This design comes from an exercise in tuning for small area, a short achievable clock period and few clock cycles per item on the open sky130 flow, not from production work.
In this exercise RTL edits were held to simulation tests only and were not proved equivalent to the original.
No activity file was given, so power comes from the tool's default toggle rates.

`design/flow/design.v`:
```
package conv_route_pkg;
    localparam int COUNT = 4;
    localparam int ADDR_WIDTH = 8;
    localparam int DATA_WIDTH = 16;
    localparam int MAX_CH = 8;
    localparam int C_WIDTH = 4;
endpackage
`timescale 1ns/1ps
module input_buffer (
    input  logic                                  i_clk,
    input  logic                                  i_wr_en,
    input  logic [conv_route_pkg::ADDR_WIDTH-1:0] i_wr_addr,
    input  logic [conv_route_pkg::DATA_WIDTH-1:0] i_wr_data,
    input  logic                                  i_rd_en,
    input  logic [conv_route_pkg::ADDR_WIDTH-1:0] i_rd_addr,
    output logic [conv_route_pkg::DATA_WIDTH-1:0] o_rd_data
);
    logic [conv_route_pkg::DATA_WIDTH-1:0] mem [2**conv_route_pkg::ADDR_WIDTH];
    logic                                  wr_en_q;
    logic [conv_route_pkg::ADDR_WIDTH-1:0] wr_addr_q;
    logic [conv_route_pkg::DATA_WIDTH-1:0] wr_data_q;
    always_ff @(posedge i_clk) begin
        wr_en_q   <= i_wr_en;
        wr_addr_q <= i_wr_addr;
        wr_data_q <= i_wr_data;
    end
    always_ff @(posedge i_clk) begin
        if (wr_en_q) begin
            mem[wr_addr_q] <= wr_data_q;
        end
    end
    always_ff @(posedge i_clk) begin
        if (i_rd_en) begin
            o_rd_data <= mem[i_rd_addr];
        end
    end
endmodule
`timescale 1ns/1ps
module input_controller (
    input  logic                                  i_clk,
    input  logic                                  i_nrst,
    input  logic                                  i_en,
    input  logic                                  i_reg_clear,
    input  logic [conv_route_pkg::ADDR_WIDTH-1:0] i_start_addr,
    input  logic [conv_route_pkg::ADDR_WIDTH-1:0] i_i_size,
    input  logic [conv_route_pkg::ADDR_WIDTH-1:0] i_o_size,
    input  logic [conv_route_pkg::ADDR_WIDTH-1:0] i_stride,
    input  logic [conv_route_pkg::ADDR_WIDTH-1:0] i_i_c_size,
    input  logic                                  i_adv,
    output logic                                  o_valid,
    output logic [conv_route_pkg::ADDR_WIDTH-1:0] o_addr,
    output logic                                  o_ctx_last,
    output logic                                  o_layer_last
);
    localparam int AW = conv_route_pkg::ADDR_WIDTH;
    localparam int CW = conv_route_pkg::C_WIDTH;
    logic          busy;
    logic          start;
    logic          more;
    logic          step;
    logic [AW-1:0] stride_r;
    logic [AW-1:0] i_size_r;
    logic [CW-1:0] c_r;
    logic [CW-1:0] cm1_r;
    logic [AW-1:0] nm1_r;
    logic          c_is1;
    logic          n_is1;
    logic [AW-1:0] pix_step;
    logic [AW-1:0] row_step;
    logic [CW-1:0] kd;
    logic [AW-1:0] yd;
    logic [AW-1:0] xd;
    logic          k_last;
    logic          y_last;
    logic          x_last;
    logic [1:0]    pc;
    logic [AW-1:0] addr;
    logic [AW-1:0] pix_addr;
    logic [AW-1:0] row_addr;
    logic [AW-1:0] pix_next;
    logic [AW-1:0] row_next;
    assign start    = i_en && !busy;
    assign more     = !(k_last && y_last && x_last);
    assign step     = o_valid && more && i_adv;
    assign pix_next = pix_addr + pix_step;
    assign row_next = row_addr + row_step;
    assign o_addr       = addr;
    assign o_layer_last = !more;
    assign o_ctx_last   = k_last && (pc == 2'd3) && more;
    tile_reader tile_reader_inst (
        .i_clk          (i_clk),
        .i_stride       (stride_r),
        .i_i_size       (i_size_r),
        .i_c_size       (c_r),
        .i_c_is1        (c_is1),
        .i_start        (start),
        .i_start_stride (i_stride),
        .o_pix_step     (pix_step),
        .o_row_step     (row_step)
    );
    always_ff @(posedge i_clk or negedge i_nrst) begin
        if (!i_nrst) begin
            busy    <= 1'b0;
            o_valid <= 1'b0;
        end else if (i_reg_clear) begin
            busy    <= 1'b0;
            o_valid <= 1'b0;
        end else if (start) begin
            busy    <= 1'b1;
            o_valid <= 1'b1;
        end else if (o_valid && !more && i_adv) begin
            o_valid <= 1'b0;
        end
    end
    always_ff @(posedge i_clk) begin
        if (start) begin
            stride_r <= i_stride;
            i_size_r <= i_i_size;
            c_r      <= i_i_c_size[CW-1:0];
            cm1_r    <= i_i_c_size[CW-1:0] - 1'b1;
            nm1_r    <= i_o_size - 1'b1;
            c_is1    <= (i_i_c_size == 8'd1);
            n_is1    <= (i_o_size == 8'd1);
            kd       <= i_i_c_size[CW-1:0] - 1'b1;
            k_last   <= (i_i_c_size == 8'd1);
            yd       <= i_o_size - 1'b1;
            y_last   <= (i_o_size == 8'd1);
            xd       <= i_o_size - 1'b1;
            x_last   <= (i_o_size == 8'd1);
            pc       <= 2'd0;
            addr     <= i_start_addr;
            pix_addr <= i_start_addr;
            row_addr <= i_start_addr;
        end else if (step) begin
            if (!k_last) begin
                kd     <= kd - 1'b1;
                k_last <= (kd == CW'(1));
                addr   <= addr + 1'b1;
            end else begin
                kd     <= cm1_r;
                k_last <= c_is1;
                pc     <= pc + 1'b1;
                if (!y_last) begin
                    yd       <= yd - 1'b1;
                    y_last   <= (yd == AW'(1));
                    pix_addr <= pix_next;
                    addr     <= pix_next;
                end else begin
                    yd       <= nm1_r;
                    y_last   <= n_is1;
                    xd       <= xd - 1'b1;
                    x_last   <= (xd == AW'(1));
                    row_addr <= row_next;
                    pix_addr <= row_next;
                    addr     <= row_next;
                end
            end
        end
    end
endmodule
`timescale 1ns/1ps
module tile_reader (
    input  logic                                  i_clk,
    input  logic [conv_route_pkg::ADDR_WIDTH-1:0] i_stride,
    input  logic [conv_route_pkg::ADDR_WIDTH-1:0] i_i_size,
    input  logic [conv_route_pkg::C_WIDTH-1:0]    i_c_size,
    input  logic                                  i_c_is1,
    input  logic                                  i_start,
    input  logic [conv_route_pkg::ADDR_WIDTH-1:0] i_start_stride,
    output logic [conv_route_pkg::ADDR_WIDTH-1:0] o_pix_step,
    output logic [conv_route_pkg::ADDR_WIDTH-1:0] o_row_step
);
    logic [conv_route_pkg::ADDR_WIDTH-1:0] sw;
    logic [conv_route_pkg::ADDR_WIDTH-1:0] sw_now;
    assign sw_now = i_stride * i_i_size;
    always_ff @(posedge i_clk) begin
        if (i_start) begin
            o_pix_step <= i_start_stride;
        end else begin
            o_pix_step <= i_stride * {4'b0, i_c_size};
        end
        sw         <= sw_now;
        o_row_step <= i_c_is1 ? sw_now : sw * {4'b0, i_c_size};
    end
endmodule
`timescale 1ns/1ps
module route_fifo (
    input  logic i_clk,
    input  logic i_nrst,
    input  logic i_clear,
    input  logic i_pop,
    input  logic i_in_valid,
    input  logic i_in_ctx_last,
    input  logic i_in_layer_last,
    output logic o_load,
    output logic o_valid,
    output logic o_context_done,
    output logic o_done
);
    logic ctx_last;
    logic layer_last;
    logic take;
    assign o_load = !o_valid || i_pop;
    assign take   = o_valid && i_pop;
    always_ff @(posedge i_clk) begin
        if (o_load) begin
            ctx_last   <= i_in_ctx_last;
            layer_last <= i_in_layer_last;
        end
    end
    always_ff @(posedge i_clk or negedge i_nrst) begin
        if (!i_nrst) begin
            o_valid        <= 1'b0;
            o_context_done <= 1'b0;
            o_done         <= 1'b0;
        end else if (i_clear) begin
            o_valid        <= 1'b0;
            o_context_done <= 1'b0;
            o_done         <= 1'b0;
        end else begin
            if (o_load) begin
                o_valid <= i_in_valid;
            end
            o_context_done <= take && ctx_last;
            if (take && layer_last) begin
                o_done <= 1'b1;
            end
        end
    end
endmodule
`timescale 1ns/1ps
module conv_route_top (
    input  logic                                  i_clk,
    input  logic                                  i_nrst,
    input  logic                                  i_wr_en,
    input  logic [conv_route_pkg::ADDR_WIDTH-1:0] i_wr_addr,
    input  logic [conv_route_pkg::DATA_WIDTH-1:0] i_wr_data,
    input  logic [conv_route_pkg::ADDR_WIDTH-1:0] i_start_addr,
    input  logic [conv_route_pkg::ADDR_WIDTH-1:0] i_i_size,
    input  logic [conv_route_pkg::ADDR_WIDTH-1:0] i_o_size,
    input  logic [conv_route_pkg::ADDR_WIDTH-1:0] i_stride,
    input  logic [conv_route_pkg::ADDR_WIDTH-1:0] i_i_c_size,
    input  logic                                  i_en,
    input  logic                                  i_reg_clear,
    input  logic                                  i_pop,
    output logic [conv_route_pkg::DATA_WIDTH-1:0] o_data,
    output logic                                  o_valid,
    output logic                                  o_ready,
    output logic                                  o_context_done,
    output logic                                  o_done
);
    logic [conv_route_pkg::ADDR_WIDTH-1:0] rd_addr;
    logic                                  rd_valid;
    logic                                  rd_ctx_last;
    logic                                  rd_layer_last;
    logic                                  load;
    assign o_ready = o_valid;
    input_controller input_controller_inst (
        .i_clk        (i_clk),
        .i_nrst       (i_nrst),
        .i_en         (i_en),
        .i_reg_clear  (i_reg_clear),
        .i_start_addr (i_start_addr),
        .i_i_size     (i_i_size),
        .i_o_size     (i_o_size),
        .i_stride     (i_stride),
        .i_i_c_size   (i_i_c_size),
        .i_adv        (load),
        .o_valid      (rd_valid),
        .o_addr       (rd_addr),
        .o_ctx_last   (rd_ctx_last),
        .o_layer_last (rd_layer_last)
    );
    input_buffer input_buffer_inst (
        .i_clk     (i_clk),
        .i_wr_en   (i_wr_en),
        .i_wr_addr (i_wr_addr),
        .i_wr_data (i_wr_data),
        .i_rd_en   (load),
        .i_rd_addr (rd_addr),
        .o_rd_data (o_data)
    );
    route_fifo route_fifo_inst (
        .i_clk           (i_clk),
        .i_nrst          (i_nrst),
        .i_clear         (i_reg_clear),
        .i_pop           (i_pop),
        .i_in_valid      (rd_valid),
        .i_in_ctx_last   (rd_ctx_last),
        .i_in_layer_last (rd_layer_last),
        .o_load          (load),
        .o_valid         (o_valid),
        .o_context_done  (o_context_done),
        .o_done          (o_done)
    );
endmodule
```
`design/flow/run.sh`:
```
#!/bin/bash
# synth_recipe.tcl (not shown) runs the flow's synth.tcl, then flattens the netlist and writes it again
# the make line also repeats each setting of config.mk as NAME=value (left out here)
make -C /OpenROAD-flow-scripts/flow DESIGN_CONFIG=/design/flow/config.mk WORK_HOME=/design/flow/orfs CLKGATE_MAP_FILE= SYNTH_SCRIPT=/design/flow/synth_recipe.tcl finish
```
`design/flow/config.mk`:
```
export PLATFORM = sky130hd
export DESIGN_NAME = conv_route_top
export DESIGN_NICKNAME = conv_route_top
export VERILOG_FILES = /design/flow/design.v
export SDC_FILE = /design/flow/constraint.sdc
export NUM_CORES = 4
export LEC_CHECK = 0
export CAP_MARGIN = 20
export CORE_MARGIN = 2
export CORE_UTILIZATION = 40
export SLEW_MARGIN = 20
export SYNTH_MEMORY_MAX_BITS = 8192
```
`design/flow/constraint.sdc`:
```
create_clock -name core_clock -period 12.0 [get_ports {i_clk}]
set_input_delay 2.4000 -clock core_clock [delete_from_list [all_inputs] [get_ports {i_clk}]]
set_output_delay 2.4000 -clock core_clock [all_outputs]
set_load 0.01 [all_outputs]
```
==> results.sh, run 1 <==
export IMPL_tns_ns=0
export IMPL_syn_area_sq_mm=0.1668
export IMPL_grt_pass1_wl_um=665700
export IMPL_fin_crit_ns=5.979
export IMPL_rsz0062_at_grt="no"
export IMPL_first_global_vias=83279
export IMPL_finalWorstSetupSlack_ns=6.021
export IMPL_p_clk_share_pct=37.2
export IMPL_ys_ff_latch=4251
export IMPL_clk_latency_ns=1.02
export IMPL_end_kind="register"
export IMPL_status="complete, no violations"
export IMPL_synth_nets=7909
export IMPL_crit_arrival_ns=6.65
export IMPL_core_area_sq_mm=0.4160
export IMPL_avgSynthCellArea_sq_um=21.53
export IMPL_root_buffer="clkbuf_16"
export IMPL_critical_path_class="register to register"
export IMPL_cts_sinks=4251
export IMPL_antenna_left=0
export IMPL_drt_wl_total_um=481200
export IMPL_final_hold_violation_count=0
export IMPL_startpoint_type="register"
export IMPL_p_switching_uw=9284
export IMPL_h_tree_depth=5
export IMPL_yosys_warnings=4
export IMPL_intPower_uw=25750
export IMPL_start_util_pct=40.10
export IMPL_place_gp_congestion=0.8764
export IMPL_worstPathRequired_ns=12.68
export IMPL_gr_total_overflow=0
export IMPL_drive_gt1_share_pct=25.30
export IMPL_hp_class="register to register"
export IMPL_wl_per_cell_um=34.11
export IMPL_seq_power_share_pct=47.6
export IMPL_die_area_sq_mm=0.4223
export IMPL_whs_ns=0.5042
export IMPL_grt_usage_pct=22.36
export IMPL_drc=0
export IMPL_port_buffer_count=89
export IMPL_drt_first_pass_iters=7
export IMPL_post_cts_buffers=0
export IMPL_dp_slack_ns=6.011
export IMPL_antenna_found_initial=29
export IMPL_power_density_mw_per_mm2=185.1
export IMPL_ioPinCount=90
export IMPL_final_cell_mix="edfxtp_1 (4195), mux4_2 (962), clkbuf_16 (431)"
export IMPL_nFillCells=34326
export IMPL_cts_tree="done"
export IMPL_syn_inst=7749
export IMPL_dr_total_vias=84748
export IMPL_grt_max_degree=178
export IMPL_setup_viol=0
export IMPL_pwr_share_comb_pct=15.2
export IMPL_maxCapViolations=0
export IMPL_switching_share_pct=26.50
export IMPL_cts_resized=0
export IMPL_cts_hold_buf=0
export IMPL_final_common_cell="edfxtp_1"
export IMPL_cts_buffers=424
export IMPL_die_h_um=649.8
export IMPL_cp_max_fo=50
export IMPL_clk_path_buf_depth=4
export IMPL_area_delta_synth_final_pct=13.41
export IMPL_timing_final_crit_share_pct=49.82
export IMPL_irDropWorstVdd_mv=0.1249
export IMPL_tightest_slew_ns=1.361
export IMPL_clk_pin_slew_ns=0.06
export IMPL_hpwl_um=279500
export IMPL_synth_flop_cell="edfxtp_1"
export IMPL_synth_edff_count=4195
export IMPL_drtIter0Drc=12471
export IMPL_viasPerCell=6.007
export IMPL_nets=8399
export IMPL_rows=237
export IMPL_yosysSeqAreaShare_pct=76.19
export IMPL_slew_viol_final=0
export IMPL_fin_skew_ns=0.09625
export IMPL_post_route_util_pct=45.48
export IMPL_yosys_cell_types_count=86
export IMPL_async_flop_share_pct=0.1176
export IMPL_leakagePower_uw=0.05978
export IMPL_max_freq_mhz=167.3
export IMPL_relSlewSlack_pct=6.893
export IMPL_fp_dieW_um=649.8
==> layout make-up <==
cell class              count  area (sq um)  share of cell area [%]
clock buffers             535         11210                   5.922
well taps                5497          6878                   3.635
repair buffers            503          4287                   2.266
flip-flops and latches   4251        127200                   67.21
diodes                     21         52.55                 0.02777
inverters                  88         339.1                  0.1792
clock inverters           242          2302                   1.217
multi-input cells        2971         36970                   19.54
==> power by group through the flow <==
| stage | clock network [uW] | logic [uW] | registers, uW |
|---|---|---|---|
| after floorplan | 0 | 3080 | 17000 |
| after global placement | 0 | 5180 | 17000 |
| after detailed placement | 0 | 5240 | 17000 |
| after CTS | 13200 | 5270 | 16700 |
| after global routing | 13700 | 5500 | 16700 |
| final | 13000 | 5310 | 16700 |
==> sequential cells by signal, indices dropped and copies added (netlist names), 2 cells and up <==
name                                               count
input_controller_inst.row_addr                         8
input_controller_inst.tile_reader_inst.o_row_step      8
input_controller_inst.tile_reader_inst.sw              8
input_controller_inst.tile_reader_inst.o_pix_step      8
input_controller_inst.xd                               8
input_buffer_inst.o_rd_data                           16
input_controller_inst.pix_addr                         8
input_buffer_inst.wr_data_q                           16
input_controller_inst.cm1_r                            4
input_controller_inst.c_r                              4
input_controller_inst.yd                               8
input_controller_inst.addr                             8
input_controller_inst.i_size_r                         8
input_buffer_inst.mem                               4096
input_controller_inst.nm1_r                            8
input_controller_inst.kd                               4
input_controller_inst.pc                               2
input_buffer_inst.wr_addr_q                            8
input_controller_inst.stride_r                         8
==> stage by stage <==
stage / instance area [sq um] / power (uW) / std cells
global placement: 175400 / 22200 / 13301
global route: 189200 / 35940 / 14095
finish: 189200 / 35030 / 14108
detailed placement: 175500 / 22260 / 13305
CTS: 189000 / 35160 / 14082
floorplan: 166800 / 20080 / 7749
==> critical path, cell delays in order, from the launching register on <==
cell,delay [ns]
edfxtp_1,0.36
buf_4,0.68
buf_4,0.74
buf_4,0.72
buf_4,0.67
mux4_2,0.40
mux4_2,0.53
a22o_1,0.24
a211o_1,0.33
a21oi_1,0.79
a21oi_1,0.09
==> path summary, 6_finish.rpt <==
kind / startpoint / to / slack (ns) / cells after the start
hold reg to reg: input_controller_inst.busy / input_controller_inst.busy / 0.50 / 2
max in group asynchronous: i_nrst / route_fifo_inst.o_context_done / 10.14 / 1
setup reg to reg: input_controller_inst.addr[1] / input_buffer_inst.o_rd_data[0] / 6.02 / 10
setup / recovery: input_controller_inst.addr[1] / input_buffer_inst.o_rd_data[0] / 6.02 / 10
hold / removal: input_controller_inst.busy / input_controller_inst.busy / 0.50 / 2
min in group asynchronous: i_nrst / input_controller_inst.busy / 1.67 / 1
==> layer usage <==
layer,track usage [%],up-vias,routed length [um]
met5,0,-,57
met4,9.306,10,23010
met3,4.338,906,48230
met2,34.56,4676,220600
met1,31.21,45823,189300
li1,-,33333,-
==> cell usage after synthesis (all sizes together), types with 36 or more instances <==
cell	n	area [sq um]
nand3	54	275.3
edfxtp	4195	126000
clkbuf	141	606.8
mux4	1014	23030
nand2	226	848.3
o21ai	132	660.6
inv	88	330.3
nor2	352	1321
ha	58	725.7
and2	55	344.1
mux2i	335	3353
o221ai	36	315.3
o22ai	53	331.6
dfxtp	51	1021
buf	297	2381
xnor2	49	429.2
a22oi	44	330.3
a21oi	153	765.7
a221oi	64	566.8
==> kinds of logic after synthesis <==
kind of cell | after synthesis | share of synthesized area [%]
AO/OA/AOI/OAI | 641 | 2.560
XOR/XNOR | 77 | 0.4042
adder cells (fa/ha/maj) | 90 | 0.8190
buffers and inverters | 527 | 1.995
flip-flops | 4251 | 76.19
multiplexers | 1369 | 15.95
AND/OR/NAND/NOR | 794 | 2.078
Testbench counts, summed over its fixed seeds: cycles 21,858, items 21,098.
==> inputs of run 2 (changes only) <==
--- a/design/flow/design.v
+++ b/design/flow/design.v
@@ -8,30 +8,69 @@
 `timescale 1ns/1ps
 module input_buffer (
     input  logic                                  i_clk,
+    input  logic                                  i_nrst,
     input  logic                                  i_wr_en,
     input  logic [conv_route_pkg::ADDR_WIDTH-1:0] i_wr_addr,
     input  logic [conv_route_pkg::DATA_WIDTH-1:0] i_wr_data,
-    input  logic                                  i_rd_en,
+    input  logic                                  i_rd_addr_load,
     input  logic [conv_route_pkg::ADDR_WIDTH-1:0] i_rd_addr,
+    input  logic                                  i_rd_en,
     output logic [conv_route_pkg::DATA_WIDTH-1:0] o_rd_data
 );
-    logic [conv_route_pkg::DATA_WIDTH-1:0] mem [2**conv_route_pkg::ADDR_WIDTH];
-    logic                                  wr_en_q;
-    logic [conv_route_pkg::ADDR_WIDTH-1:0] wr_addr_q;
-    logic [conv_route_pkg::DATA_WIDTH-1:0] wr_data_q;
+    localparam int AW    = conv_route_pkg::ADDR_WIDTH;
+    localparam int DW    = conv_route_pkg::DATA_WIDTH;
+    localparam int WORDS = 2**AW;
+    localparam int LOW_BITS = 4;
+    localparam int LOWS     = 2**LOW_BITS;
+    localparam int GROUPS   = WORDS / LOWS;
+    logic [WORDS-1:0][DW-1:0] mem;
+    logic          wr_en_q;
+    logic [AW-1:0] wr_addr_q;
+    logic [DW-1:0] wr_data_q;
     always_ff @(posedge i_clk) begin
         wr_en_q   <= i_wr_en;
         wr_addr_q <= i_wr_addr;
         wr_data_q <= i_wr_data;
     end
-    always_ff @(posedge i_clk) begin
-        if (wr_en_q) begin
-            mem[wr_addr_q] <= wr_data_q;
+    for (genvar w = 0; w < WORDS; w++) begin : g_word
+        always_ff @(posedge i_clk) begin
+            if (wr_en_q && wr_addr_q == AW'(w)) begin
+                mem[w] <= wr_data_q;
+            end
         end
     end
-    always_ff @(posedge i_clk) begin
-        if (i_rd_en) begin
-            o_rd_data <= mem[i_rd_addr];
+    logic [LOWS-1:0]   rd_lo;
+    logic [GROUPS-1:0] rd_hi;
+    always_ff @(posedge i_clk or negedge i_nrst) begin
+        if (!i_nrst) begin
+            rd_lo <= '0;
+            rd_hi <= '0;
+        end else if (i_rd_addr_load) begin
+            for (int i = 0; i < LOWS; i++) begin
+                rd_lo[i] <= (i_rd_addr[LOW_BITS-1:0] == LOW_BITS'(i));
+            end
+            for (int g = 0; g < GROUPS; g++) begin
+                rd_hi[g] <= (i_rd_addr[AW-1:LOW_BITS] == (AW - LOW_BITS)'(g));
+            end
+        end
+    end
+    logic [GROUPS-1:0][DW-1:0] rd_group;
+    logic [DW-1:0]           rd_word;
+    always_comb begin
+        rd_word = '0;
+        for (int g = 0; g < GROUPS; g++) begin
+            rd_group[g] = '0;
+            for (int i = 0; i < LOWS; i++) begin
+                rd_group[g] = rd_group[g] | (mem[g * LOWS + i] & {DW{rd_lo[i]}});
+            end
+            rd_word = rd_word | (rd_group[g] & {DW{rd_hi[g]}});
+        end
+    end
+    always_ff @(posedge i_clk or negedge i_nrst) begin
+        if (!i_nrst) begin
+            o_rd_data <= '0;
+        end else if (i_rd_en) begin
+            o_rd_data <= rd_word;
         end
     end
 endmodule
@@ -48,7 +87,8 @@
     input  logic [conv_route_pkg::ADDR_WIDTH-1:0] i_i_c_size,
     input  logic                                  i_adv,
     output logic                                  o_valid,
-    output logic [conv_route_pkg::ADDR_WIDTH-1:0] o_addr,
+    output logic [conv_route_pkg::ADDR_WIDTH-1:0] o_addr_d,
+    output logic                                  o_addr_load,
     output logic                                  o_ctx_last,
     output logic                                  o_layer_last
 );
@@ -79,12 +119,25 @@
     logic [AW-1:0] row_addr;
     logic [AW-1:0] pix_next;
     logic [AW-1:0] row_next;
+    logic [AW-1:0] addr_d;
     assign start    = i_en && !busy;
     assign more     = !(k_last && y_last && x_last);
     assign step     = o_valid && more && i_adv;
     assign pix_next = pix_addr + pix_step;
     assign row_next = row_addr + row_step;
-    assign o_addr       = addr;
+    assign o_addr_d     = addr_d;
+    assign o_addr_load  = start || step;
+    always_comb begin
+        if (start) begin
+            addr_d = i_start_addr;
+        end else if (!k_last) begin
+            addr_d = addr + 1'b1;
+        end else if (!y_last) begin
+            addr_d = pix_next;
+        end else begin
+            addr_d = row_next;
+        end
+    end
     assign o_layer_last = !more;
     assign o_ctx_last   = k_last && (pc == 2'd3) && more;
     tile_reader tile_reader_inst (
@@ -98,6 +151,11 @@
         .o_pix_step     (pix_step),
         .o_row_step     (row_step)
     );
+    always_ff @(posedge i_clk) begin
+        if (start || step) begin
+            addr <= addr_d;
+        end
+    end
     always_ff @(posedge i_clk or negedge i_nrst) begin
         if (!i_nrst) begin
             busy    <= 1'b0;
@@ -128,14 +186,12 @@
             xd       <= i_o_size - 1'b1;
             x_last   <= (i_o_size == 8'd1);
             pc       <= 2'd0;
-            addr     <= i_start_addr;
             pix_addr <= i_start_addr;
             row_addr <= i_start_addr;
         end else if (step) begin
             if (!k_last) begin
                 kd     <= kd - 1'b1;
                 k_last <= (kd == CW'(1));
-                addr   <= addr + 1'b1;
             end else begin
                 kd     <= cm1_r;
                 k_last <= c_is1;
@@ -144,7 +200,6 @@
                     yd       <= yd - 1'b1;
                     y_last   <= (yd == AW'(1));
                     pix_addr <= pix_next;
-                    addr     <= pix_next;
                 end else begin
                     yd       <= nm1_r;
                     y_last   <= n_is1;
@@ -152,7 +207,6 @@
                     x_last   <= (xd == AW'(1));
                     row_addr <= row_next;
                     pix_addr <= row_next;
-                    addr     <= row_next;
                 end
             end
         end
@@ -249,7 +303,8 @@
     output logic                                  o_context_done,
     output logic                                  o_done
 );
-    logic [conv_route_pkg::ADDR_WIDTH-1:0] rd_addr;
+    logic [conv_route_pkg::ADDR_WIDTH-1:0] rd_addr_d;
+    logic                                  rd_addr_load;
     logic                                  rd_valid;
     logic                                  rd_ctx_last;
     logic                                  rd_layer_last;
@@ -267,17 +322,20 @@
         .i_i_c_size   (i_i_c_size),
         .i_adv        (load),
         .o_valid      (rd_valid),
-        .o_addr       (rd_addr),
+        .o_addr_d     (rd_addr_d),
+        .o_addr_load  (rd_addr_load),
         .o_ctx_last   (rd_ctx_last),
         .o_layer_last (rd_layer_last)
     );
     input_buffer input_buffer_inst (
         .i_clk     (i_clk),
+        .i_nrst    (i_nrst),
         .i_wr_en   (i_wr_en),
         .i_wr_addr (i_wr_addr),
         .i_wr_data (i_wr_data),
         .i_rd_en   (load),
-        .i_rd_addr (rd_addr),
+        .i_rd_addr_load (rd_addr_load),
+        .i_rd_addr (rd_addr_d),
         .o_rd_data (o_data)
     );
     route_fifo route_fifo_inst (
==> design/flow/flow/run.sh (new file) <==
#!/bin/bash
# Standard ORFS layout in two runs of the standard.sh. Timing repair up to
# clock tree synthesis is asked to leave a setup margin, so that the layout is
# optimised for a shorter achieved period; the repair after global routing
# uses a smaller margin to keep its run time short. The SDC, clock period and
# I/O constraints are the design's own, unchanged.
set -euo pipefail
bash standard.sh SETUP_SLACK_MARGIN=8 cts > standard_flow_cts.log 2>&1
bash standard.sh SETUP_SLACK_MARGIN=7.6 finish > standard_flow_finish.log 2>&1
==> design/flow/standard.sh (new file) <==
#!/bin/bash
# synth_recipe.tcl (not shown) runs the flow's synth.tcl, then flattens the netlist and writes it again
# the make line also repeats each setting of config.mk as NAME=value (left out here)
make -C /OpenROAD-flow-scripts/flow DESIGN_CONFIG=/design/flow/config.mk WORK_HOME=/design/flow/orfs CLKGATE_MAP_FILE= SYNTH_SCRIPT=/design/flow/synth_recipe.tcl "${@:-finish}"
--- a/design/flow/config.mk
+++ b/design/flow/config.mk
@@ -7,6 +7,8 @@
 export LEC_CHECK = 0
 export CAP_MARGIN = 20
 export CORE_MARGIN = 2
-export CORE_UTILIZATION = 40
+export CORE_UTILIZATION = 55
+export CTS_CLUSTER_DIAMETER = 80
+export CTS_CLUSTER_SIZE = 30
 export SLEW_MARGIN = 20
 export SYNTH_MEMORY_MAX_BITS = 8192
removed: design/flow/run.sh
==> results.sh, run 2 <==
export IMPL_status="complete, no violations"
export IMPL_async_flop_share_pct=1.237
export IMPL_drive_gt1_share_pct=12.61
export IMPL_largest_register_ffs=4096
export IMPL_final_common_cell="edfxtp_1"
export IMPL_clk_path_buf_depth=4
export IMPL_regToRegStartpoint="input_buffer_inst.rd_lo[2]"
export IMPL_synthTopCellsByCount="edfxtp_1 (4179), a22oi_1 (969), a22o_1 (576)"
export IMPL_crit_family="compound AO/OA/AOI/OAI gates"
export IMPL_fin_skew_ns=0.06451
export IMPL_reg2reg_depth=8
export IMPL_die_area_sq_mm=0.2897
export IMPL_crit_arrival_ns=5.09
export IMPL_cts_sinks=4283
export IMPL_drt_wl_total_um=504300
export IMPL_worstPathRequired_ns=12.80
export IMPL_synth_nets=8766
export IMPL_viasPerCell=7.156
export IMPL_yosys_cell_types_count=68
export IMPL_nFillCells=20705
export IMPL_cts_hold_buf=0
export IMPL_grt_max_degree=185
export IMPL_tns_ns=0
export IMPL_power_total_uw=29840
export IMPL_irDropWorstVdd_mv=0.1705
export IMPL_cts_tree="done"
export IMPL_grt_usage_pct=34.26
export IMPL_yosysTopAreaCellShare_pct=79.94
export IMPL_dp_slack_ns=5.401
export IMPL_timing_reg2reg_setup_slack_ns=7.71
export IMPL_finalWorstSetupSlack_ns=7.715
export IMPL_leakagePower_uw=0.05281
export IMPL_yosysSeqAreaShare_pct=81.43
export IMPL_grt_pass1_wl_um=692900
export IMPL_power_density_mw_per_mm2=174.1
export IMPL_clk_pin_slew_ns=0.11
export IMPL_root_buffer="clkbuf_16"
export IMPL_drc=0
export IMPL_crit_path_start="input_buffer_inst.rd_lo[2]"
export IMPL_start_util_pct=55.19
export IMPL_synth_flop_cell="edfxtp_1"
export IMPL_synth_edff_count=4179
export IMPL_rows=196
export IMPL_largest_register="input_buffer_inst.mem"
export IMPL_slew_viol_final=0
export IMPL_r2r_end="input_buffer_inst.o_rd_data[0]"
export IMPL_max_freq_mhz=233.4
export IMPL_critical_path_endpoint="input_buffer_inst.o_rd_data[0]"
export IMPL_core_area_sq_mm=0.2845
export IMPL_cpMaxStageDelayCell="o21ai_0"
export IMPL_startpoint_type="register"
export IMPL_clk_latency_ns=0.95
export IMPL_cpPeakStageDelay_ns=1.02
export IMPL_wl_per_cell_um=39.73
export IMPL_syn_inst=8606
export IMPL_ys_top_cells_by_area="edfxtp_1 (80%), a22oi_1 (4.6%), a22o_1 (3.2%)"
export IMPL_timing_final_crit_share_pct=35.71
export IMPL_nets=8966
export IMPL_tightest_slew_ns=1.298
export IMPL_cp_max_fo=30
export IMPL_drtIter0Drc=14391
export IMPL_syn_area_sq_mm=0.1570
export IMPL_area_delta_synth_final_pct=9.135
export IMPL_end_kind="register"
export IMPL_dr_total_vias=90832
export IMPL_critPathBufInv=2
export IMPL_cp_common_cell="buf_4"
export IMPL_yosys_warnings=4
export IMPL_path_cells="buf_4 -> buf_4 -> a221oi_1 -> nand3_1 -> o21ai_0 -> nand4_1 -> nor4_1 -> a21oi_1"
export IMPL_cts_buffers=183
export IMPL_h_tree_depth=4
export IMPL_path_depth=8
export IMPL_fp_dieW_um=538.3
export IMPL_final_cell_mix="edfxtp_1 (4179), a22oi_1 (963), a22o_1 (576)"
export IMPL_place_gp_congestion=0.8797
export IMPL_antenna_found_initial=30
export IMPL_rsz0062_at_grt="no"
export IMPL_hpwl_um=280200
export IMPL_hp_class="register to register"
export IMPL_port_buffer_count=89
export IMPL_setup_viol=0
export IMPL_yosys_area_top_type="edfxtp_1"
export IMPL_fin_crit_ns=4.285
export IMPL_gr_total_overflow=0
export IMPL_first_global_vias=86035
export IMPL_ioPinCount=90
export IMPL_whs_ns=0.5152
export IMPL_post_route_util_pct=60.23
export IMPL_relSlewSlack_pct=12.58
export IMPL_drt_first_pass_iters=6
export IMPL_ys_ff_latch=4283
export IMPL_final_hold_violation_count=0
export IMPL_critical_path_class="register to register"
export IMPL_avgSynthCellArea_sq_um=18.24
export IMPL_synth_most_common_cell="edfxtp_1"
export IMPL_maxCapViolations=0
export IMPL_antenna_left=0
export IMPL_die_h_um=538.3
## run 2: report_power, final
group | switching, uW | internal (uW) | total (uW)
sequential | 329 | 16600 | 16900
clock | 4660 | 3150 | 7810
combinational | 3560 | 1570 | 5130
total | 8550 | 21300 | 29800
## run 2: cell type report
class / instances / area (sq um) / area share (%)
multi-input cells: 3712 / 27600 / 16.11
well taps: 3762 / 4707 / 2.747
clock inverters: 71 / 822.0 / 0.4798
clock buffers: 231 / 4928 / 2.877
flip-flops and latches: 4283 / 128000 / 74.70
diodes: 8 / 20.02 / 0.01168
repair buffers: 564 / 5010 / 2.924
inverters: 62 / 262.8 / 0.1534
## run 2: how the worst min path moves through the flow
stage,from,endpoint,slack [ns],depth (start not counted)
2_1_floorplan,input_controller_inst.busy,input_controller_inst.busy,0.45,2
3_3_place_gp,route_fifo_inst.o_done,route_fifo_inst.o_done,0.49,2
3_5_place_dp,input_buffer_inst.rd_hi[11],input_buffer_inst.rd_hi[11],0.50,2
4_1_cts,input_buffer_inst.rd_hi[11],input_buffer_inst.rd_hi[11],0.52,2
5_1_grt,input_buffer_inst.wr_data_q[7],input_buffer_inst.mem[1303],0.55,0
6_report,input_buffer_inst.rd_hi[11],input_buffer_inst.rd_hi[11],0.52,2
## run 2: routing by layer
layer  GRT usage, %  share of wire [%]  up-vias
li1               -                  -    36206
met1          48.69                 38    47817
met2          53.73                 46     5980
met4          13.06                4.4       14
met5              0              0.020        -
met3          5.678                 11      815
## run 2: tightest hold or removal path, delay by kind of cell, from the launching register on
kind	cells	cell delay (ns)
AND/OR/NAND/NOR	1	0.06
flip-flops	1	0.36
AO/OA/AOI/OAI	1	0.06
## run 2: logic make-up after synthesis
family | after synthesis | synth area share [%]
DFF | 4283 | 81.43
AOI/OAI and AO/OA | 2435 | 12.17
and+or+nand+nor | 1103 | 3.478
buffers and inverters | 613 | 1.576
adders and majority gates | 90 | 0.8703
xor gates and xnor gates | 70 | 0.3905
muxes | 12 | 0.08050
## run 2: what timing repair did
item                       in CTS  in global routing
setup endpoints to repair     159                  0
resized for setup             174                  0
hold endpoints to repair        0                  0
buffers inserted               15                  0
## run 2: stage by stage
step	area [sq um]	cells
final	171300	12693
after global routing	171300	12686
after CTS	171200	12682
after detailed placement	165000	12363
after global placement	165000	12362
after floorplan	157000	8606
Testbench counts of run 2, summed over its fixed seeds: cycles 21,858, items 21,098.
==> inputs of run 3 (changes only) <==
--- a/design/flow/config.mk
+++ b/design/flow/config.mk
@@ -7,7 +7,7 @@
 export LEC_CHECK = 0
 export CAP_MARGIN = 20
 export CORE_MARGIN = 2
-export CORE_UTILIZATION = 55
+export CORE_UTILIZATION = 68
 export CTS_CLUSTER_DIAMETER = 80
 export CTS_CLUSTER_SIZE = 30
 export SLEW_MARGIN = 20
==> results.sh, run 3 <==
export IMPL_tightest_slew_ns=1.204
export IMPL_area_delta_synth_final_pct=7.910
export IMPL_tns_ns=0
export IMPL_yosys_warnings=4
export IMPL_first_global_vias=86388
export IMPL_final_common_cell="edfxtp_1"
export IMPL_drt_wl_total_um=483000
export IMPL_ioPinCount=90
export IMPL_fin_crit_ns=4.217
export IMPL_cpPeakStageDelay_ns=0.72
export IMPL_gr_total_overflow=0
export IMPL_drc=0
export IMPL_grt_pass1_wl_um=669800
export IMPL_yosys_area_top_type="edfxtp_1"
export IMPL_dp_cells=11605
export IMPL_viasPerCell=7.723
export IMPL_cp_max_fo=82
export IMPL_drtIter0Drc=16049
export IMPL_synth_most_common_cell="edfxtp_1"
export IMPL_critical_path_class="register to register"
export IMPL_crit_arrival_ns=5.00
export IMPL_max_freq_mhz=237.1
export IMPL_cts_hold_buf=0
export IMPL_start_util_pct=68.35
export IMPL_leakagePower_uw=0.05225
export IMPL_regToRegStartpoint="input_buffer_inst.rd_lo[15]"
export IMPL_rsz0062_at_grt="no"
export IMPL_hold_path_depth=2
export IMPL_busiest_layer="met2"
export IMPL_port_buffer_count=89
export IMPL_die_h_um=484.5
export IMPL_fp_dieW_um=484.5
export IMPL_avgSynthCellArea_sq_um=18.24
export IMPL_rows=176
export IMPL_setup_viol=0
export IMPL_wl_per_cell_um=40.55
export IMPL_hp_start="input_controller_inst.tile_reader_inst.sw[0]"
export IMPL_ys_ff_latch=4283
export IMPL_fin_skew_ns=0.03305
export IMPL_startpoint_type="register"
export IMPL_yosysSeqAreaShare_pct=81.43
export IMPL_cts_buffers=169
export IMPL_grt_max_degree=195
export IMPL_grt_met1_usage_pct=58.29
export IMPL_drt_first_pass_iters=8
export IMPL_maxCapViolations=0
export IMPL_synth_nets=8766
export IMPL_status="complete, no violations"
export IMPL_crit_path_start="input_buffer_inst.rd_lo[15]"
export IMPL_yosys_cell_types_count=68
export IMPL_worstPathRequired_ns=12.78
export IMPL_layoutNonFillerInstCount=11911
export IMPL_dr_total_vias=91983
export IMPL_slew_viol_final=0
export IMPL_r2r_end="input_buffer_inst.o_rd_data[2]"
export IMPL_place_gp_congestion=0.9319
export IMPL_drive_gt1_share_pct=11.67
export IMPL_root_buffer="clkbuf_16"
export IMPL_timing_final_crit_share_pct=35.14
export IMPL_use_met2_pct=60.88
export IMPL_clk_path_buf_depth=3
export IMPL_nFillCells=13569
export IMPL_h_tree_depth=4
export IMPL_ys_top_cells_by_area="edfxtp_1 (80%), a22oi_1 (4.6%), a22o_1 (3.2%)"
export IMPL_path_cells="buf_4 -> buf_12 -> a22o_1 -> a221oi_1 -> nand3_1 -> o21ai_0 -> nand4_1 -> nor4_1 -> a21oi_1"
export IMPL_final_hold_violation_count=0
export IMPL_syn_area_sq_mm=0.1570
export IMPL_antenna_left=0
export IMPL_reg2reg_depth=9
export IMPL_hpwl_um=271400
export IMPL_cts_tree="done"
export IMPL_hold_end="input_controller_inst.tile_reader_inst.o_row_step[0]"
export IMPL_yosysTopAreaCellShare_pct=79.94
export IMPL_timing_reg2reg_setup_slack_ns=7.78
export IMPL_clk_pin_slew_ns=0.11
export IMPL_irDropWorstVdd_mv=0.1850
export IMPL_antenna_found_initial=31
export IMPL_clk_latency_ns=0.93
export IMPL_core_area_sq_mm=0.2297
export IMPL_hp_class="register to register"
export IMPL_power_density_mw_per_mm2=172.8
export IMPL_cts_sinks=4283
export IMPL_synth_edff_count=4179
export IMPL_grtUsageMet3_pct=10.14
export IMPL_async_flop_share_pct=1.237
export IMPL_nets=8920
export IMPL_largest_register_ffs=4096
export IMPL_synthTopCellsByCount="edfxtp_1 (4179), a22oi_1 (969), a22o_1 (576)"
export IMPL_end_kind="register"
export IMPL_final_cell_mix="edfxtp_1 (4179), a22oi_1 (967), a22o_1 (576)"
export IMPL_synth_flop_cell="edfxtp_1"
export IMPL_relSlewSlack_pct=18.89
export IMPL_grt_usage_pct=41.08
export IMPL_cpMaxStageDelayCell="nand4_1"
export IMPL_syn_inst=8606
export IMPL_largest_register="input_buffer_inst.mem"
export IMPL_die_area_sq_mm=0.2347
[run 3: area by class of cell]
| cell class | count | area, sq um | share of cell area, % |
|---|---|---|---|
| Antenna cell | 14 | 35.03 | 0.02068 |
| Clock buffer | 241 | 4637 | 2.737 |
| Clock inverter | 41 | 486.7 | 0.2873 |
| Inverter | 62 | 249.0 | 0.1470 |
| Multi-Input combinational cell | 3712 | 27630 | 16.31 |
| Sequential cell | 4283 | 128000 | 75.55 |
| Tap cell | 3026 | 3786 | 2.235 |
| Timing Repair Buffer | 532 | 4602 | 2.717 |
[run 3: worst max-delay path by stage]
stage / end / slack (ns) / depth (start not counted)
finish: input_buffer_inst.o_rd_data[2] / 7.78 / 9
CTS: o_data[7] / 7.95 / 1
global placement: input_buffer_inst.rd_hi[6] / 5.70 / 9
global route: input_buffer_inst.rd_lo[0] / 7.74 / 8
floorplan: input_controller_inst.xd[0] / 8.02 / 7
detailed placement: input_buffer_inst.rd_hi[4] / 5.60 / 9
[run 3: cell families (layout without fill, tap and decap cells)]
kind of cell	after synthesis	after routing	share of synthesized area (%)
flops	4283	4283	81.43
compound gates	2435	2437	12.17
simple gates	1103	1103	3.478
buf+inv	613	876	1.576
fa+ha+maj	90	90	0.8703
xor+xnor	70	70	0.3905
mux	12	12	0.08050
other cells	0	14	0
[run 3: timing repair]
action | CTS | global route
gates resized for setup | 125 | 0
buffers inserted | 4 | 0
endpoints found under the setup margin | 126 | 0
hold endpoints to repair | 0 | 0
[run 3: where the power goes]
part / total, uW / internal, uW / switching [uW]
combinational: 5070 / 1530 / 3540
sequential: 16900 / 16600 / 373
clock: 7260 / 2840 / 4420
total: 29300 / 20900 / 8340
[run 3: worst max-delay path, delay by kind of cell, from the launching register on]
family,cells,cell delay [ns]
and+or+nand+nor,3,1.34
AOI/OAI and AO/OA,4,1.16
buffers and inverters,2,0.74
DFF,1,0.65
[run 3: per-layer routing]
layer | routed length (um) | up-vias
met3 | 71150 | 1098
li1 | - | 36098
met4 | 26920 | 28
met2 | 217800 | 7604
met5 | 182 | -
met1 | 167000 | 47155
[run 3: stage by stage]
stage	setup WS (ns)	hold slack, ns	utilization [%]	power (uW)	instance area [sq um]
after floorplan	8.020	0.4517	-	19690	157000
after global placement	5.697	0.4815	71.32	22000	163800
after detailed placement	5.598	0.4923	71.39	22080	164000
after CTS	7.953	0.5057	73.68	29030	169200
after global routing	7.738	0.5224	73.74	29860	169400
final	7.783	0.5104	73.76	29270	169400
==> inputs of run 4 (changes only) <==
==> design/flow/flow/run.sh (replaced) <==
#!/bin/bash
# Standard ORFS layout in two runs of the standard.sh. Timing repair up to
# clock tree synthesis is asked to leave a setup margin, so that the layout is
# optimised for a shorter achieved period; the repair after global routing
# asks for the same margin. The SDC, clock period and
# I/O constraints are the design's own, unchanged.
set -euo pipefail
bash standard.sh SETUP_SLACK_MARGIN=8 cts > standard_flow_cts.log 2>&1
bash standard.sh SETUP_SLACK_MARGIN=8 finish > standard_flow_finish.log 2>&1
==> results.sh, run 4 <==
export IMPL_seq_power_share_pct=57.8
export IMPL_first_global_vias=86388
export IMPL_clk_path_buf_depth=3
export IMPL_ys_top_cells_by_area="edfxtp_1 (80%), a22oi_1 (4.6%), a22o_1 (3.2%)"
export IMPL_tightest_slew_ns=1.277
export IMPL_wl_per_cell_um=40.62
export IMPL_die_h_um=484.5
export IMPL_power_density_mw_per_mm2=172.8
export IMPL_p_clk_share_pct=24.8
export IMPL_drive_gt1_share_pct=11.98
export IMPL_drt_first_pass_iters=6
export IMPL_yosys_cell_types_count=68
export IMPL_ioPinCount=90
export IMPL_crit_arrival_ns=4.99
export IMPL_die_area_sq_mm=0.2347
export IMPL_yosysSeqAreaShare_pct=81.43
export IMPL_synth_most_common_cell="edfxtp_1"
export IMPL_p_switching_uw=8362
export IMPL_syn_area_sq_mm=0.1570
export IMPL_fp_dieW_um=484.5
export IMPL_drtIter0Drc=16202
export IMPL_setup_viol=0
export IMPL_async_flop_share_pct=1.237
export IMPL_yosys_area_top_type="edfxtp_1"
export IMPL_gr_total_overflow=0
export IMPL_core_area_sq_mm=0.2297
export IMPL_rsz0062_at_grt="yes"
export IMPL_synth_flop_cell="edfxtp_1"
export IMPL_clk_pin_slew_ns=0.12
export IMPL_place_gp_congestion=0.9319
export IMPL_final_common_cell="edfxtp_1"
export IMPL_cp_max_fo=63
export IMPL_grt_max_degree=195
export IMPL_antenna_found_initial=29
export IMPL_drt_wl_total_um=484400
export IMPL_synth_top_family_by_area="compound AO/OA/AOI/OAI gates"
export IMPL_dr_total_vias=92214
export IMPL_port_buffer_count=89
export IMPL_largest_register_ffs=4096
export IMPL_place_area_sq_mm=0.1640
export IMPL_status="complete, no violations"
export IMPL_start_util_pct=68.35
export IMPL_fin_crit_ns=4.191
export IMPL_synth_simple_gate_area_share_pct=3.478
export IMPL_rows=176
export IMPL_avgSynthCellArea_sq_um=18.24
export IMPL_synth_adder_area_share_pct=0.8703
export IMPL_area_delta_synth_final_pct=8.056
export IMPL_viasPerCell=7.733
export IMPL_final_cell_mix="edfxtp_1 (4179), a22oi_1 (964), a22o_1 (576)"
export IMPL_yosysTopAreaCellShare_pct=79.94
export IMPL_tns_ns=0
export IMPL_root_buffer="clkbuf_16"
export IMPL_final_hold_violation_count=0
export IMPL_drc=0
export IMPL_synthMuxAreaShare_pct=0.08050
export IMPL_clk_latency_ns=0.93
export IMPL_cts_sinks=4283
export IMPL_grt_usage_pct=41.08
export IMPL_startpoint_type="register"
export IMPL_fin_skew_ns=0.03715
export IMPL_cts_tree="done"
export IMPL_slew_viol_final=0
export IMPL_worstPathRequired_ns=12.80
export IMPL_syn_inst=8606
export IMPL_antenna_left=0
export IMPL_irDropWorstVdd_mv=0.1846
export IMPL_hp_class="register to register"
export IMPL_synth_compound_area_share_pct=12.17
export IMPL_synth_nets=8766
export IMPL_design_area_sq_mm=0.1696
export IMPL_cts_buffers=169
export IMPL_cts_hold_buf=0
export IMPL_pwr_share_comb_pct=17.5
export IMPL_hpwl_um=271400
export IMPL_critical_path_class="register to register"
export IMPL_timing_final_crit_share_pct=34.93
export IMPL_largest_register="input_buffer_inst.mem"
export IMPL_nets=8933
export IMPL_synth_edff_count=4179
export IMPL_synth_xor_area_share_pct=0.3905
export IMPL_intPower_uw=20960
export IMPL_grt_pass1_wl_um=669800
export IMPL_h_tree_depth=4
export IMPL_synthTopCellsByCount="edfxtp_1 (4179), a22oi_1 (969), a22o_1 (576)"
export IMPL_switching_share_pct=28.52
export IMPL_max_freq_mhz=238.6
export IMPL_end_kind="register"
export IMPL_maxCapViolations=0
export IMPL_ys_ff_latch=4283
export IMPL_leakagePower_uw=0.05236
export IMPL_yosys_warnings=4
export IMPL_relSlewSlack_pct=13.96
==> run 4: cell types whose count changed in the layout (fill, tap and decap cells not counted), sizes merged <==
| cell | previous run | this run |
|---|---|---|
| buf | 460 | 473 |
| clkbuf | 241 | 242 |
| clkdlybuf4s15 | 3 | 2 |
==> run 4: worst max-delay path, cell delays in order (launching register included) <==
cell and delay, ns:
dfrtp_4 0.76, buf_12 0.35, buf_4 0.43, a22oi_1 0.25
nand3_1 0.09, o21ai_0 1.00, nand4_1 0.57, nor4_1 0.40
a21oi_1 0.11
==> run 4: cells by family (layout without fill, tap and decap cells) <==
logic type,count (synthesis),after routing
compound gates,2435,2437
simple gates,1103,1103
xor+xnor,70,70
buf+inv,613,889
other cells,0,14
flops,4283,4283
fa+ha+maj,90,90
mux,12,12
==> run 4: final timing paths <==
path | from | endpoint | slack (ns) | depth (start not counted)
min in group asynchronous | i_nrst | route_fifo_inst.o_done | 1.58 | 1
max in group asynchronous | i_nrst | input_buffer_inst.rd_lo[7] | 9.75 | 1
worst max register to register | input_buffer_inst.rd_lo[10] | input_buffer_inst.o_rd_data[7] | 7.81 | 8
worst min register to register | input_controller_inst.tile_reader_inst.sw[0] | input_controller_inst.tile_reader_inst.o_row_step[0] | 0.51 | 2
worst max-delay path | input_buffer_inst.rd_lo[10] | input_buffer_inst.o_rd_data[7] | 7.81 | 8
worst min-delay path | input_controller_inst.tile_reader_inst.sw[0] | input_controller_inst.tile_reader_inst.o_row_step[0] | 0.51 | 2
==> run 4: layer usage <==
layer | wire, um | global-route usage, %
met5 | 586 | 0
met3 | 70730 | 10.14
met4 | 27160 | 19.94
met2 | 218000 | 60.88
met1 | 167900 | 58.29
==> run 4: cell type report <==
| type | count | area (sq um) |
|---|---|---|
| multi-input combinational | 3712 | 27730 |
| inverter | 62 | 249.0 |
| fill | 13539 | 60050 |
| sequential | 4283 | 128000 |
| tap | 3026 | 3786 |
| antenna | 14 | 35.03 |
| timing repair buffer | 545 | 4735 |
| clock buffer | 241 | 4637 |
| clock inverter | 41 | 486.7 |
==> run 4: per-stage QoR <==
| stage | std cells | setup slack [ns] | utilization, % | hold WS (ns) | power [uW] |
|---|---|---|---|---|---|
| floorplan | 8606 | 8.020 | - | 0.4517 | 19690 |
| detailed placement | 11605 | 5.598 | 71.39 | 0.4923 | 22080 |
| global route | 11911 | 7.926 | 73.84 | 0.5224 | 29910 |
| CTS | 11893 | 7.953 | 73.68 | 0.5057 | 29030 |
| global placement | 11601 | 5.697 | 71.32 | 0.4815 | 22000 |
| finish | 11924 | 7.809 | 73.86 | 0.5093 | 29320 |
==> run 4: what timing repair did <==
item                                    CTS  global route
gates resized for setup                 125            36
gates cloned                              2             0
setup buffers                             4            13
pin swaps                                 2             8
endpoints found under the setup margin  126            55
==> run 4: power groups by stage <==
stage | sequential [uW] | combinational [uW] | clock (uW)
2_1_floorplan | 17100 | 2600 | 0
3_3_place_gp | 17200 | 4750 | 0
3_5_place_dp | 17300 | 4830 | 0
4_1_cts | 16900 | 4860 | 7240
5_1_grt | 16900 | 5260 | 7710
6_report | 16900 | 5120 | 7270
==> inputs of run 5 (changes only) <==
--- a/design/flow/design.v
+++ b/design/flow/design.v
@@ -20,7 +20,7 @@
     localparam int AW    = conv_route_pkg::ADDR_WIDTH;
     localparam int DW    = conv_route_pkg::DATA_WIDTH;
     localparam int WORDS = 2**AW;
-    localparam int LOW_BITS = 4;
+    localparam int LOW_BITS = 5;
     localparam int LOWS     = 2**LOW_BITS;
     localparam int GROUPS   = WORDS / LOWS;
     logic [WORDS-1:0][DW-1:0] mem;
==> results.sh, run 5 <==
export IMPL_status="complete, no violations"
export IMPL_path_depth=7
export IMPL_yosysSeqAreaShare_pct=81.67
export IMPL_port_buffer_count=89
export IMPL_fp_dieW_um=484.2
export IMPL_drt_wl_total_um=520900
export IMPL_syn_area_sq_mm=0.1568
export IMPL_nets=8839
export IMPL_core_area_sq_mm=0.2297
export IMPL_rsz0062_at_grt="no"
export IMPL_worstPathRequired_ns=12.75
export IMPL_grt_max_degree=175
export IMPL_synth_edff_count=4179
export IMPL_cts_tree="done"
export IMPL_wl_per_cell_um=44.10
export IMPL_hold_path_depth=2
export IMPL_start_util_pct=68.26
export IMPL_final_cell_mix="edfxtp_1 (4179), a22oi_1 (1536), buf_4 (317)"
export IMPL_synth_flop_cell="edfxtp_1"
export IMPL_slew_viol_final=0
export IMPL_cts_buffers=169
export IMPL_cp_common_cell="buf_4"
export IMPL_synth_nets=8767
export IMPL_largest_register_ffs=4096
export IMPL_reg_top3="input_buffer_inst.mem: 4096 flops, input_buffer_inst.rd_lo: 32 flops"
export IMPL_avgSynthCellArea_sq_um=18.21
export IMPL_die_area_sq_mm=0.2344
export IMPL_maxCapViolations=0
export IMPL_syn_inst=8607
export IMPL_whs_ns=0.4769
export IMPL_hp_class="register to register"
export IMPL_clk_path_buf_depth=3
export IMPL_final_common_cell="edfxtp_1"
export IMPL_place_gp_congestion=0.8845
export IMPL_yosys_warnings=4
export IMPL_synth_most_common_cell="edfxtp_1"
export IMPL_crit_arrival_ns=4.94
export IMPL_yosys_cell_types_count=74
export IMPL_die_h_um=484.2
export IMPL_drt_first_pass_iters=8
export IMPL_h_tree_depth=4
export IMPL_first_global_vias=87946
export IMPL_root_buffer="clkbuf_16"
export IMPL_yosysTopAreaCellShare_pct=80.05
export IMPL_antenna_left=0
export IMPL_tightest_slew_ns=1.308
export IMPL_reg2reg_depth=7
export IMPL_critical_path_class="register to register"
export IMPL_drtIter0Drc=18648
export IMPL_setup_viol=0
export IMPL_yosys_area_top_type="edfxtp_1"
export IMPL_ys_ff_latch=4291
export IMPL_hpwl_um=273100
export IMPL_final_hold_violation_count=0
export IMPL_max_freq_mhz=238.8
export IMPL_clk_latency_ns=0.91
export IMPL_crit_family="compound AO/OA/AOI/OAI gates"
export IMPL_fin_skew_ns=0.04386
export IMPL_grt_pass1_wl_um=705900
export IMPL_drc=0
export IMPL_path_cells="buf_4 -> buf_4 -> a22oi_1 -> nand4_1 -> o41ai_1 -> and4_1 -> a31oi_1"
export IMPL_ys_top_cells_by_area="edfxtp_1 (80%), a22oi_1 (7.4%), a221oi_1 (1.4%)"
export IMPL_drive_gt1_share_pct=11.34
export IMPL_grt_usage_pct=44.18
export IMPL_clk_pin_slew_ns=0.11
export IMPL_synthTopCellsByCount="edfxtp_1 (4179), a22oi_1 (1536), clkbuf_1 (398)"
export IMPL_cp_max_fo=35
export IMPL_rows=176
export IMPL_irDropWorstVdd_mv=0.1950
export IMPL_gr_total_overflow=0
export IMPL_largest_register="input_buffer_inst.mem"
export IMPL_startpoint_type="register"
export IMPL_end_kind="register"
export IMPL_area_delta_synth_final_pct=8.044
export IMPL_ioPinCount=90
export IMPL_critPathBufInv=2
export IMPL_power_density_mw_per_mm2=163.0
export IMPL_fin_crit_ns=4.188
export IMPL_cpPeakStageDelay_ns=1.16
export IMPL_leakagePower_uw=0.05150
export IMPL_cpMaxStageDelayCell="o41ai_1"
export IMPL_dr_total_vias=94518
export IMPL_timing_final_crit_share_pct=34.90
export IMPL_tns_ns=0
export IMPL_relSlewSlack_pct=11.63
export IMPL_viasPerCell=8.003
export IMPL_async_flop_share_pct=1.422
export IMPL_cts_sinks=4291
export IMPL_antenna_found_initial=29
[run 5: cell types whose count changed after synthesis, moves of 17 or more]
| cell | before | now |
|---|---|---|
| a221oi_1 | 564 | 257 |
| a22o_1 | 576 | 256 |
| a22oi_1 | 969 | 1536 |
| and4_1 | 3 | 32 |
| buf_1 | 157 | 113 |
| buf_2 | 132 | 23 |
| clkbuf_1 | 260 | 398 |
| nand2_1 | 130 | 156 |
| nand3_1 | 253 | 280 |
| o21ai_0 | 204 | 37 |
| o21ai_1 | 11 | 28 |
| o41ai_1 | 1 | 128 |
[run 5: metrics by stage]
step	std cells	power [uW]	cell area [sq um]	utilization (%)	worst slack (ns)
2_1_floorplan	8607	18790	156800	-	8.011
3_3_place_gp	11515	20360	163800	71.32	6.269
3_5_place_dp	11516	20430	163900	71.34	6.168
4_1_cts	11789	27350	169100	73.61	8.001
5_1_grt	11800	28090	169400	73.73	7.981
6_report	11811	27610	169400	73.75	7.812
[run 5: worst paths after layout]
path / start / to / slack, ns
setup reg to reg: input_buffer_inst.rd_lo[21] / input_buffer_inst.o_rd_data[2] / 7.81
setup / recovery: input_buffer_inst.rd_lo[21] / input_buffer_inst.o_rd_data[2] / 7.81
hold / removal: input_controller_inst.pc[1] / input_controller_inst.pc[1] / 0.48
hold reg to reg: input_controller_inst.pc[1] / input_controller_inst.pc[1] / 0.48
max in group asynchronous: i_nrst / input_buffer_inst.rd_lo[22] / 9.46
min in group asynchronous: i_nrst / route_fifo_inst.o_context_done / 1.29
[run 5: metal layers]
metal  track usage, %  vias to the layer above  share of wire (%)  wire length [um]
li1                 -                    35885                  -                 -
met1            62.21                    47712                 33            172500
met2            65.25                     9247                 44            230000
met3            12.42                     1646                 17             87110
met4            20.59                       28                6.0             31040
met5          0.02041                        -              0.040               208
[run 5: where the power goes]
| group | switching (uW) | internal [uW] | leakage, uW |
|---|---|---|---|
| logic | 2310 | 1020 | 0.0102 |
| registers | 393 | 16600 | 0.0388 |
| clock network | 4430 | 2880 | 0.00246 |
[run 5: repair_timing]
action                                  4_1_cts  5_1_grt
cloned                                        1        3
pin swaps                                     2        1
endpoints found under the setup margin      162       81
setup buffers                                 7        5
hold buffers                                  0        0
resized for setup                            99       18
[run 5: cells by family after synthesis]
kind of cell,Yosys count,synth area share (%)
AOI/OAI and AO/OA,2380,11.80
xor gates and xnor gates,69,0.3855
adders and majority gates,90,0.8715
buffers and inverters,599,1.460
DFF,4291,81.67
muxes,14,0.09338
and+or+nand+nor,1164,3.720
[run 5: layout make-up]
type	instances	area [sq um]
clock inverters	29	429.2
inverters	63	241.5
fillers	13438	60300
flip-flops and latches	4291	128200
well taps	3026	3786
diodes	12	30.03
multi-input cells	3721	28320
clock buffers	236	4658
repair buffers	433	3680
[run 5: tightest hold or removal path: cells and delay by family, from the launching register on]
kind            cells  cell delay [ns]
flops               1             0.33
simple gates        1             0.06
compound gates      1             0.06
Testbench counts of run 5, summed over its fixed seeds: cycles 21,858, items 21,098.
==> inputs of run 6 (changes only) <==
--- a/design/flow/flow/run.sh
+++ b/design/flow/flow/run.sh
@@ -5,5 +5,5 @@
 # asks for the same margin. The SDC, clock period and
 # I/O constraints are the design's own, unchanged.
 set -euo pipefail
-bash standard.sh SETUP_SLACK_MARGIN=8 cts > standard_flow_cts.log 2>&1
-bash standard.sh SETUP_SLACK_MARGIN=8 finish > standard_flow_finish.log 2>&1
+bash standard.sh SETUP_SLACK_MARGIN=8.3 cts > standard_flow_cts.log 2>&1
+bash standard.sh SETUP_SLACK_MARGIN=8.3 finish > standard_flow_finish.log 2>&1
--- a/design/flow/config.mk
+++ b/design/flow/config.mk
@@ -9,6 +9,6 @@
 export CORE_MARGIN = 2
 export CORE_UTILIZATION = 68
 export CTS_CLUSTER_DIAMETER = 80
-export CTS_CLUSTER_SIZE = 30
+export CTS_CLUSTER_SIZE = 26
 export SLEW_MARGIN = 20
 export SYNTH_MEMORY_MAX_BITS = 8192
==> results.sh, run 6 <==
export IMPL_whs_ns=0.4885
export IMPL_wl_per_cell_um=44.73
export IMPL_largest_register="input_buffer_inst.mem"
export IMPL_ioPinCount=90
export IMPL_critical_path_class="register to output pin"
export IMPL_reg_top3="input_buffer_inst.mem: 4096 flops, input_buffer_inst.rd_lo: 32 flops"
export IMPL_tightest_slew_ns=1.230
export IMPL_root_buffer="clkbuf_16"
export IMPL_synth_flop_cell="edfxtp_1"
export IMPL_maxCapViolations=0
export IMPL_grt_max_degree=177
export IMPL_area_delta_synth_final_pct=8.847
export IMPL_syn_inst=8607
export IMPL_drc=0
export IMPL_finalWorstSetupSlack_ns=8.027
export IMPL_tns_ns=0
export IMPL_die_h_um=484.2
export IMPL_gr_total_overflow=0
export IMPL_drive_gt1_share_pct=11.89
export IMPL_start_util_pct=68.26
export IMPL_yosys_warnings=4
export IMPL_drt_wl_total_um=531700
export IMPL_leakagePower_uw=0.05201
export IMPL_syn_area_sq_mm=0.1568
export IMPL_post_route_util_pct=74.29
export IMPL_worstPathRequired_ns=9.60
export IMPL_viasPerCell=8.037
export IMPL_relSlewSlack_pct=17.70
export IMPL_startpoint_type="register"
export IMPL_cts_buffers=186
export IMPL_final_common_cell="edfxtp_1"
export IMPL_layoutNonFillerInstCount=11889
export IMPL_core_area_sq_mm=0.2297
export IMPL_yosysTopAreaCellShare_pct=80.05
export IMPL_clk_latency_ns=0.91
export IMPL_largest_register_ffs=4096
export IMPL_fin_crit_ns=3.973
export IMPL_h_tree_depth=4
export IMPL_rsz0062_at_grt="yes"
export IMPL_crit_family="flip-flops"
export IMPL_yosys_cell_types_count=74
export IMPL_critPathBufInv=1
export IMPL_power_density_mw_per_mm2=164.5
export IMPL_path_cells="buf_6"
export IMPL_port_buffer_count=89
export IMPL_yosys_area_top_type="edfxtp_1"
export IMPL_avgSynthCellArea_sq_um=18.21
export IMPL_final_cell_mix="edfxtp_1 (4179), a22oi_1 (1536), buf_4 (320)"
export IMPL_status="complete, no violations"
export IMPL_use_met2_pct=66.60
export IMPL_timing_final_crit_share_pct=33.11
export IMPL_dp_slack_ns=5.837
export IMPL_ys_top_cells_by_area="edfxtp_1 (80%), a22oi_1 (7.4%), a221oi_1 (1.4%)"
export IMPL_nets=8885
export IMPL_synthTopCellsByCount="edfxtp_1 (4179), a22oi_1 (1536), clkbuf_1 (398)"
export IMPL_dp_cells=11513
export IMPL_hp_class="register to register"
export IMPL_die_area_sq_mm=0.2344
export IMPL_yosysSeqAreaShare_pct=81.67
export IMPL_nFillCells=13434
export IMPL_end_kind="output pin"
export IMPL_clk_path_buf_depth=3
export IMPL_max_freq_mhz=251.7
export IMPL_hpwl_um=280800
export IMPL_grtUsageMet3_pct=12.17
export IMPL_synth_edff_count=4179
export IMPL_grt_met1_usage_pct=62.94
export IMPL_dr_total_vias=95553
export IMPL_final_hold_violation_count=0
export IMPL_rows=176
export IMPL_synth_most_common_cell="edfxtp_1"
export IMPL_grt_pass1_wl_um=718600
export IMPL_setup_viol=0
export IMPL_cts_tree="done"
export IMPL_place_gp_congestion=0.8895
export IMPL_grt_usage_pct=44.93
export IMPL_cp_max_fo=2
export IMPL_slew_viol_final=0
export IMPL_async_flop_share_pct=1.422
export IMPL_irDropWorstVdd_mv=0.1667
export IMPL_cpPeakStageDelay_ns=0.52
export IMPL_antenna_found_initial=34
export IMPL_ys_ff_latch=4291
export IMPL_cts_sinks=4291
export IMPL_fp_dieW_um=484.2
export IMPL_antenna_left=0
export IMPL_fin_skew_ns=0.04158
export IMPL_first_global_vias=89468
export IMPL_drtIter0Drc=19642
export IMPL_cpMaxStageDelayCell="dfrtp_2"
export IMPL_clk_pin_slew_ns=0.10
export IMPL_busiest_layer="met2"
export IMPL_synth_nets=8767
export IMPL_drt_first_pass_iters=6
export IMPL_crit_arrival_ns=1.57
-- run 6: final timing paths --
| path | depth (start not counted) | to | startpoint | slack, ns |
|---|---|---|---|---|
| hold / removal | 2 | input_controller_inst.pc[1] | input_controller_inst.pc[1] | 0.49 |
| max in group asynchronous | 2 | input_buffer_inst.rd_lo[31] | i_nrst | 9.32 |
| setup reg to reg | 7 | input_buffer_inst.o_rd_data[9] | input_buffer_inst.rd_lo[25] | 8.21 |
| setup / recovery | 1 | o_data[14] | input_buffer_inst.o_rd_data[14] | 8.03 |
| min in group asynchronous | 1 | route_fifo_inst.o_valid | i_nrst | 1.34 |
| hold reg to reg | 2 | input_controller_inst.pc[1] | input_controller_inst.pc[1] | 0.49 |
-- run 6: routing by layer --
metal  wire [um]  vias up
met2      234200     9697
met1      173300    48021
li1            -    36023
met5         101        -
met4       34100       16
met3       90060     1796
-- run 6: final cells by class --
class	instances	area, sq um	share of cell area [%]
flip-flops and latches	4291	128200	75.15
multi-input cells	3720	28550	16.73
diodes	18	45.04	0.02640
repair inverters	1	11.26	0.006599
repair buffers	462	4259	2.496
clock buffers	285	5154	3.020
well taps	3026	3786	2.219
inverters	63	262.8	0.1540
clock inverters	23	335.3	0.1965
-- run 6: cells by family (layout without fill, tap and decap cells) --
logic type | after synthesis | count (layout) | synth area share [%]
adders and majority gates | 90 | 90 | 0.8715
and+or+nand+nor | 1164 | 1167 | 3.720
other | 0 | 18 | 0
buffers and inverters | 599 | 834 | 1.460
DFF | 4291 | 4291 | 81.67
muxes | 14 | 14 | 0.09338
AOI/OAI and AO/OA | 2380 | 2380 | 11.80
xor gates and xnor gates | 69 | 69 | 0.3855
-- run 6: power by group --
group          leakage, uW  switching [uW]  internal [uW]
Combinational       0.0106            2430           1100
Clock              0.00264            4460           3120
Sequential          0.0388             380          16600
-- run 6: what timing repair did --
action                                  4_1_cts  5_1_grt
hold buffers                                  0        0
pin swaps                                     9        6
endpoints found under the setup margin      202       70
resized for setup                           170       30
hold endpoints to repair                      0        0
gates cloned                                  6        2
buffers inserted                             22       16
-- run 6: metrics by stage --
step                      power (uW)  area (sq um)
after global routing           28530        170600
after global placement         20420        163900
after CTS                      27760        170200
final                          28080        170600
after floorplan                18800        156900
after detailed placement       20470        163900

## separate check: timing with driven ports
In the flow no input, the clock included, has a driving cell. The finished layouts below were timed again as built, in two steps. Step 1: set_driving_cell puts a clkbuf_16 on i_clk and a buf_2 on each other input, an assumption about the parent block. Step 2 times the ports against the registers' clock, not the clock port: input delays grow and output delays shrink by t, the midpoint of the rising clock arrivals with the driver on. Three values: ideal ports, drivers, drivers and shift; two values: the first two.
run | shift t [ns] | setup WS [ns] | hold slack, ns | worst data-port slew with drivers (ns) | pins driven straight from the clock port
run 1 | 1.077 | 6.021 / 6.021 / 6.021 | 0.504 / 0.504 / 0.504 | 0.11 | 1
run 2 | 1.012 | 7.715 / 7.715 / 7.054 | 0.515 / 0.515 / 0.515 | 0.11 | 1
run 3 | 0.990 | 7.783 / 7.783 / 6.985 | 0.510 / 0.510 / 0.510 | 0.08 | 1
run 4 | 0.989 | 7.809 / 7.809 / 7.186 | 0.509 / 0.509 / 0.509 | 0.08 | 1
run 5 | 0.970 | 7.812 / 7.812 / 7.247 | 0.477 / 0.477 / 0.477 | 0.07 | 1
run 6 | 1.002 | 8.027 / 7.915 / 7.450 | 0.488 / 0.488 / 0.488 | 0.09 | 1
After both steps setup and hold are still met in every run listed. For run 3, which loses most, drivers alone change the setup slack by 0.000 ns; drivers and shift together by -0.798 ns.
